What follows belongs to an exercise in optimizing a design on an open flow for small area; a production flow would make more cautious choices.
Function was checked by simulation only, so behaviour that the tests miss may differ from the original.
Power figures rest on the tool's default switching activity, not on a simulated workload. The clock port is modelled as an ideal driver; clocking choices that lean on that would not hold on a real chip.

==> inputs of trial 29 <==
==> flow/design.v (excerpt) <==
module fifo_ctl_top #(
    parameter logic [7:0]  DEVICE_ID     = 8'h5a,
    parameter logic [7:0]  VERSION_MAJOR = 8'h02,
    parameter logic [7:0]  VERSION_MINOR = 8'h07,
    parameter logic [31:0] CUSTOM_VALUE  = 32'hc0de_1234,
    parameter int          FIFO_DEPTH    = 16
) (
    input  logic                clk,
    input  logic                rst,
    input  com_pkg::link_word_t i_host_word,      
    input  logic                i_host_valid,
    input  logic                i_host_ready,
    output com_pkg::link_word_t o_host_word,      
    output logic                o_host_valid,
    output com_pkg::tlp_beat_t  o_tlp_tx,         
    output logic                o_tlp_tx_valid,
    input  com_pkg::tlp_beat_t  i_tlp_rx,         
    input  logic                i_tlp_rx_valid,
    output logic                o_tlp_rx_rd_en
);
Settings: LEC_CHECK=0, CAP_MARGIN=20, CORE_MARGIN=2, CORE_UTILIZATION=60, SLEW_MARGIN=20; clock period 6.5 ns.
standard.sh (not shown) runs the stock make flow with config.mk's settings and CLKGATE_MAP_FILE= SYNTH_SCRIPT=/design/flow/synth_recipe.tcl, a recipe that flattens the netlist after the stock synthesis.
==> flow/flow/run.sh <==
#!/bin/bash
set -euo pipefail
export CTS_ARGS="-sink_clustering_enable -repair_clock_nets -dont_use_dummy_load -sink_clustering_size 24 -sink_clustering_max_diameter 80 -buf_list sky130_fd_sc_hd__clkbuf_16"
export BUFFER_PORTS_ARGS="-buffer_cell sky130_fd_sc_hd__buf_1"
bash standard.sh > standard.log 2>&1
==> build 98: changes against trial 29 <==
==> flow/run.sh (new file) <==
#!/bin/bash
# synth_recipe.tcl (not shown) runs the flow's synth.tcl, then flattens the netlist and writes it again
# the make line also repeats each setting of config.mk as NAME=value (left out here)
make -C /OpenROAD-flow-scripts/flow DESIGN_CONFIG=/design/flow/config.mk WORK_HOME=/design/flow/orfs CLKGATE_MAP_FILE= SYNTH_SCRIPT=/design/flow/synth_recipe.tcl finish
- CORE_UTILIZATION: 60 -> 40
removed: flow/flow/run.sh
removed: flow/standard.sh
==> summary of the runs <==
Final cell count: build 98 is higher than trial 29 (about 15%).
In synthesized cell count, build 98 and trial 29 do not differ.
Between trial 29 and build 98, the lower worst setup slack is in trial 29 (gap 13 ps).
Between trial 29 and build 98, the lower first-iteration DRC count is in trial 29 (gap about 2%, measured against build 98).
In flip-flop and latch count, build 98 and trial 29 do not differ.
Synthesized area is the same in build 98 and trial 29.
Of trial 29 and build 98, build 98 has the higher maximum frequency (gap 0.26%, measured against build 98).
Trial 29 ran to the end with no violations. Build 98 produced a clean layout.
Of trial 29 and build 98, trial 29 has the higher clock skew (gap 36 ps).
==> figures <==
	trial 29	build 98
Highest net fanout along the worst path	17	20
Met2 Wirelength	89900 microns	94500 microns
Clock latency reported for the late side of the worst-skew pair	700 ps	820 ps
Highest-delay cell along the critical path	sky130_fd_sc_hd__nor4_2	sky130_fd_sc_hd__nor2_4
Proportion of layout cells with a drive suffix above 1	9.05%	12.1%
Hold Path Origin	ctl_regfile_i.rw[89]	ctl_regfile_i.rw[25]
Layout Cells excl Fill	5971	6880
Setup Skew	84.5 ps	48.4 ps
Slew at the pin closest to its max-slew limit	1120 ps	1090 ps
Net Sw Frac	34.5%	32.9%
Result of the run	no timing/DRC/antenna violations	no timing/DRC/antenna violations
Initial DRC Count	5020	5118
Antenna violations before repair	3	8
Overall die height	330 microns	404 microns
Instance count on the critical path	17	20
Standby leakage power	22.1 nW	24.2 nW
Initial cell density of the core	60.6%	40.3%

==> inputs of nickel <==
fifo_ctl_top, a different RTL version from the one above (not shown whole).
export LEC_CHECK = 0
export CAP_MARGIN = 20
export CORE_MARGIN = 2
export CORE_UTILIZATION = 75
export SLEW_MARGIN = 20
create_clock -name core_clock -period 6.5 [get_ports {clk}]
==> flow/flow/run.sh <==
#!/bin/bash
set -euo pipefail
export CTS_ARGS="-sink_clustering_enable -repair_clock_nets -dont_use_dummy_load -sink_clustering_size 30 -sink_clustering_max_diameter 85 -buf_list sky130_fd_sc_hd__clkbuf_16"
export BUFFER_PORTS_ARGS="-buffer_cell sky130_fd_sc_hd__buf_1"
bash standard.sh > standard.log 2>&1
==> raven (differences from nickel) <==
--- a/flow/design.v
+++ b/flow/design.v
@@ -73,13 +73,13 @@
     output logic             o_afull
 );
     localparam int AW = $clog2(DEPTH);
     localparam int CW = $clog2(DEPTH + 1);
     logic [WIDTH-1:0] mem [DEPTH];
     logic [AW-1:0]    wr_ptr, wr_ptr_nx;
-    logic [DEPTH-1:0] rd_oh;
+    logic [AW-1:0]    rd_ptr;
     logic [CW-1:0]    count, count_nx;
     logic             do_wr;
     logic             do_rd;
     logic [AW-1:0]    wr_slot;
     logic             wr_ok;
     function automatic logic [AW-1:0] inc(input logic [AW-1:0] p);
@@ -87,13 +87,13 @@
     endfunction
     assign do_wr = i_push && (count != CW'(DEPTH));    
     assign do_rd = i_rd_en && o_valid;
     always_comb begin
         o_dout = '0;
         for (int i = 0; i < DEPTH; i++) begin
-            if (rd_oh[i]) o_dout = o_dout | mem[i];
+            if (rd_ptr == AW'(i)) o_dout = o_dout | mem[i];
         end
     end
     assign o_valid = (count != '0);
     assign o_afull = (count >= CW'(AFULL));
     assign wr_ptr_nx = do_wr ? inc(wr_ptr) : wr_ptr;
     assign count_nx  = count + CW'(do_wr) - CW'(do_rd);
@@ -104,17 +104,17 @@
             if (i_wr && wr_ok && wr_slot == AW'(i)) mem[i] <= i_din;
         end
     end
     always_ff @(posedge clk) begin
         if (rst) begin
             wr_ptr <= '0;
-            rd_oh  <= DEPTH'(1);
+            rd_ptr <= '0;
             count  <= '0;
         end else begin
             wr_ptr <= wr_ptr_nx;
-            if (do_rd) rd_oh <= {rd_oh[DEPTH-2:0], rd_oh[DEPTH-1]};
+            if (do_rd) rd_ptr <= inc(rd_ptr);
             count  <= count_nx;
         end
     end
 endmodule
 `timescale 1ns/1ns
 import com_pkg::*;
@@ -166,14 +166,14 @@
     end
     always_comb begin
         o_cmd[30:27] = i_host_word.addr[3:0];
         o_cmd[26:25] = {mask[15], value[15]};
         o_cmd[24:0]  = groups;
         if (cmd_rd) begin
-            o_cmd[4:0]   = {1'b1, i_host_word.addr[5:4], 2'b01};
-            o_cmd[14:5]  = i_host_word.addr[15:6];
+            o_cmd[4:0]   = 5'b11101;
+            o_cmd[20:5]  = i_host_word.addr;
         end
     end
 endmodule
 module tri3_enc (
     input  logic [2:0] i_mask,
     input  logic [2:0] i_value,
@@ -202,102 +202,79 @@
     output logic                o_cmd_rd_en,
     output logic [20:0]         o_resp,
     output logic                o_resp_wr,
     output logic                o_resp_new          
 );
     logic [RW_BITS-1:0]       rw;
+    logic [7:0]               rw_byte [17];
     logic                     op_rd;
     logic [3:0]               a;
     logic [15:0]              f_mask;
     logic [15:0]              f_value;
     logic [15:0]              f_addr;
-    logic [7:0]               m_par [2];        
-    logic [7:0]               d_par [2];
-    logic [15:0]              byte_we;
-    logic [7:0]               ev_byte [9];      
-    logic [7:0]               od_byte [8];
-    logic [7:0]               rd_ev;
-    logic [7:0]               rd_od;
-    logic [3:0]               ra;
+    logic [7:0]               d_even;           
+    logic [7:0]               d_odd;
     logic                     cmd_read;
     logic                     cmd_write;
     logic                     rd_rw;
     logic [SEND_CNT_BITS-1:0] send_cnt;
     logic                     send_go;
     assign op_rd  = i_cmd[4] && (i_cmd[1:0] == 2'b01);
     assign a      = i_cmd[30:27];
-    assign f_addr = {i_cmd[14:5], i_cmd[3:2], i_cmd[30:27]};
+    assign f_addr = i_cmd[20:5];
     for (genvar j = 0; j < 5; j++) begin : g_dec
         tri3_dec dec_i (.i_code (i_cmd[5*j +: 5]), .o_mask (f_mask[3*j +: 3]),
                         .o_value (f_value[3*j +: 3]));
     end
     assign {f_mask[15], f_value[15]} = i_cmd[26:25];
     assign o_cmd_rd_en = i_cmd_valid && !i_resp_afull;
     assign cmd_read    = o_cmd_rd_en && op_rd;
     assign cmd_write   = o_cmd_rd_en && !op_rd;
     always_comb begin
-        for (int i = 0; i < 8; i++) begin
-            ev_byte[i] = rw[16*i +: 8];
-            od_byte[i] = rw[16*i + 8 +: 8];
-        end
-        ev_byte[8] = 8'h00;
+        for (int b = 0; b < 16; b++) rw_byte[b] = rw[8*b +: 8];
+        rw_byte[16] = 8'h00;
     end
-    assign ra    = f_addr[3:0];
-    assign rd_ev = ev_byte[(5'(ra) + 5'd1) >> 1];
-    assign rd_od = od_byte[ra[3:1]];
     assign rd_rw    = f_addr[15] && (f_addr[14:4] == 11'd0);
     assign send_cnt = rw[RWPOS_SEND_CNT +: SEND_CNT_BITS];
     assign send_go  = !o_cmd_rd_en && rw[RWPOS_SEND_EN] && (send_cnt != '0) && !i_resp_afull;
     assign o_resp_new = cmd_read || send_go;
     always_comb begin
         o_resp = '0;
         if (send_go) begin
             o_resp[16]   = 1'b1;
             o_resp[15:0] = send_cnt;
         end else if (rd_rw) begin
             o_resp[20]    = 1'b1;
-            o_resp[19:16] = ra;
-            o_resp[15:0]  = ra[0] ? {rd_od, rd_ev} : {rd_ev, rd_od};
+            o_resp[19:16] = f_addr[3:0];
+            o_resp[15:0]  = {rw_byte[f_addr[3:0]], rw_byte[5'(f_addr[3:0]) + 5'd1]};
         end else begin
             o_resp[15:0]  = f_addr;
         end
     end
     always_ff @(posedge clk) begin
         if (rst) o_resp_wr <= 1'b0;
         else     o_resp_wr <= o_resp_new;
     end
-    assign m_par[0] = a[0] ? f_mask[15:8]  : f_mask[7:0];
-    assign m_par[1] = a[0] ? f_mask[7:0]   : f_mask[15:8];
-    assign d_par[0] = a[0] ? f_value[15:8] : f_value[7:0];
-    assign d_par[1] = a[0] ? f_value[7:0]  : f_value[15:8];
-    always_comb begin
-        for (int b = 0; b < 16; b++)
-            byte_we[b] = cmd_write && ((a == 4'(b)) || (b > 0 && a == 4'(b - 1)));
-    end
-    logic [7:0]  set_par [2];
-    logic [7:0]  clr_par [2];
-    logic [15:0] byte_hit;
-    logic [RW_BITS-1:0] rw_init;
-    logic [RW_BITS-1:0] rw_nx;
-    assign rw_init = {64'h0, 32'(RW_BYTES), 16'h0000, RW_MAGIC};
-    always_comb begin
-        for (int p = 0; p < 2; p++) begin
-            set_par[p] = m_par[p] & d_par[p] & {8{!rst}};
-            clr_par[p] = (m_par[p] & ~d_par[p]) | {8{rst}};
-        end
-        for (int b = 0; b < 16; b++) byte_hit[b] = byte_we[b] || rst;
-        for (int b = 0; b < 16; b++) begin
-            for (int k = 0; k < 8; k++) begin
-                rw_nx[8*b + k] = (byte_hit[b] && set_par[b % 2][k])
-                              || (rw[8*b + k] && !(byte_hit[b] && clr_par[b % 2][k]))
-                              || (rst && rw_init[8*b + k]);
+    assign d_even = a[0] ? f_value[15:8] : f_value[7:0];
+    assign d_odd  = a[0] ? f_value[7:0]  : f_value[15:8];
+    always_ff @(posedge clk) begin
+        if (rst) begin
+            rw                                  <= '0;
+            rw[15:0]                            <= RW_MAGIC;
+            rw[RWPOS_SEND_CNT +: 32]            <= 32'(RW_BYTES);
+        end else if (cmd_write) begin
+            for (int b = 0; b < 16; b++) begin
+                for (int k = 0; k < 8; k++) begin
+                    if ((a == 4'(b) && f_mask[k]) || (b > 0 && a == 4'(b - 1) && f_mask[8 + k]))
+                        rw[8*b + k] <= b[0] ? d_odd[k] : d_even[k];
+                end
             end
+        end else if (send_go) begin
+            rw[RWPOS_SEND_CNT +: SEND_CNT_BITS] <= send_cnt - 1'b1;
         end
-        if (send_go && !rst) rw_nx[RWPOS_SEND_CNT +: SEND_CNT_BITS] = send_cnt - 1'b1;
     end
-    always_ff @(posedge clk) rw <= rw_nx;
 endmodule
 module tri3_dec (
     input  logic [4:0] i_code,
     output logic [2:0] o_mask,
     output logic [2:0] o_value
 );
@@ -393,13 +370,13 @@
         end
     end
     logic [31:0] hw_data;
     logic [1:0]  hw_ctx;
     logic [1:0]  hw_tag;
     always_ff @(posedge clk) begin
-        if (load) begin                        
+        if (load && pick_valid) begin
             hw_data <= w_data;
             hw_ctx  <= w_ctx;
             hw_tag  <= w_tag;
         end
     end
     assign o_host_word = {hw_data, 16'h0000, 4'h0, hw_ctx, hw_tag, LINK_MAGIC};
==> flow/run.sh (new file) <==
#!/bin/bash
# synth_recipe.tcl (not shown) runs the flow's synth.tcl, then flattens the netlist and writes it again
# the make line also repeats each setting of config.mk as NAME=value (left out here)
make -C /OpenROAD-flow-scripts/flow DESIGN_CONFIG=/design/flow/config.mk WORK_HOME=/design/flow/orfs CLKGATE_MAP_FILE= SYNTH_SCRIPT=/design/flow/synth_recipe.tcl finish
- CORE_UTILIZATION: 75 -> 40
removed: flow/flow/run.sh
removed: flow/standard.sh
==> pepper (differences from nickel) <==
==> flow/flow/run.sh (replaced) <==
#!/bin/bash
set -euo pipefail
export CTS_ARGS="-sink_clustering_enable -repair_clock_nets -dont_use_dummy_load -sink_clustering_size 28 -sink_clustering_max_diameter 75 -buf_list sky130_fd_sc_hd__clkbuf_16"
export BUFFER_PORTS_ARGS="-buffer_cell sky130_fd_sc_hd__buf_1"
bash standard.sh > standard.log 2>&1
- CORE_UTILIZATION: 75 -> 80
==> qor summary <==
| metric | pepper | nickel | raven |
|---|---|---|---|
| Synthesis-to-layout area growth | 6.52% | 6.25% | 15.4% |
| Clock network fraction of total power | 0.201 | 0.189 | 0.281 |
| Routability congestion estimate | 0.944 | 0.944 | 0.951 |
| Worst stage delay on the critical path | 0.76 ns | 0.77 ns | 0.94 ns |
| Layout Cells excl Fill | 5551 | 5617 | 7318 |
| Synth Warn # | 17 | 17 | 12 |
| Clock skew after layout | 0.0629 ns | 0.0694 ns | 0.0601 ns |
| Avg Vias per Cell | 7.81 | 7.40 | 6.22 |
| Proportion of cell area occupied by multi-input gates | 0.236 | 0.236 | 0.245 |
| Half-perimeter wire length after detailed placement | 111000 µm | 107000 µm | 131000 µm |
| Number of levels in the clock H-tree | 3 | 2 | 4 |
| Peak ir drop on the vdd network | 0.000321 V | 0.000561 V | 0.000454 V |
| Total standard cell area after synthesis | 63600 µm² | 63600 µm² | 66000 µm² |
| Pin count of the biggest net entering global routing | 69 | 77 | 117 |
| Count of buffers not belonging to the clock network in the layout | 331 | 323 | 395 |
| Internal Power | 16.2 mW | 15.9 mW | 20.6 mW |
| Outcome | finished clean | finished clean | finished clean |
| Area taken by flip-flops and latches | 46600 µm² | 46600 µm² | 45900 µm² |
| Worst Path Arrival | 5.46 ns | 5.50 ns | 6.08 ns |

## static timing again, ports no longer ideal
Ports are ideal in the flow. The routed layouts listed here were re-timed in OpenROAD. Step 1: set_driving_cell puts a clkbuf_16 on clk and a buf_2 on each other input, an assumption about the parent block. Step 2, shift: input delay + t, output delay - t, t = (earliest + latest rising clock arrival at the registers) / 2. This alone moves slack from input paths to output paths. a / b / c = no drivers / after step 1 / after step 2; a / b = the first two.
run	shift t [ns]	setup slack, ns	worst hold slack (ns)
trial 29	0.734	1.373 / 1.373 / 0.886	0.462 / 0.462 / 0.462
build 98	0.877	1.387 / 1.387 / 1.095	0.460 / 0.460 / 0.460
nickel	0.752	1.271 / 1.271 / 0.917	0.463 / 0.463 / 0.463
raven	0.891	0.983 / 0.983 / 0.983	0.476 / 0.476 / 0.476
pepper	0.716	1.397 / 1.397 / 0.774	0.475 / 0.475 / 0.475
After both steps every run listed still meets setup and hold. For pepper, which loses most, drivers alone change the setup slack by 0.000 ns; drivers and shift together by -0.623 ns.
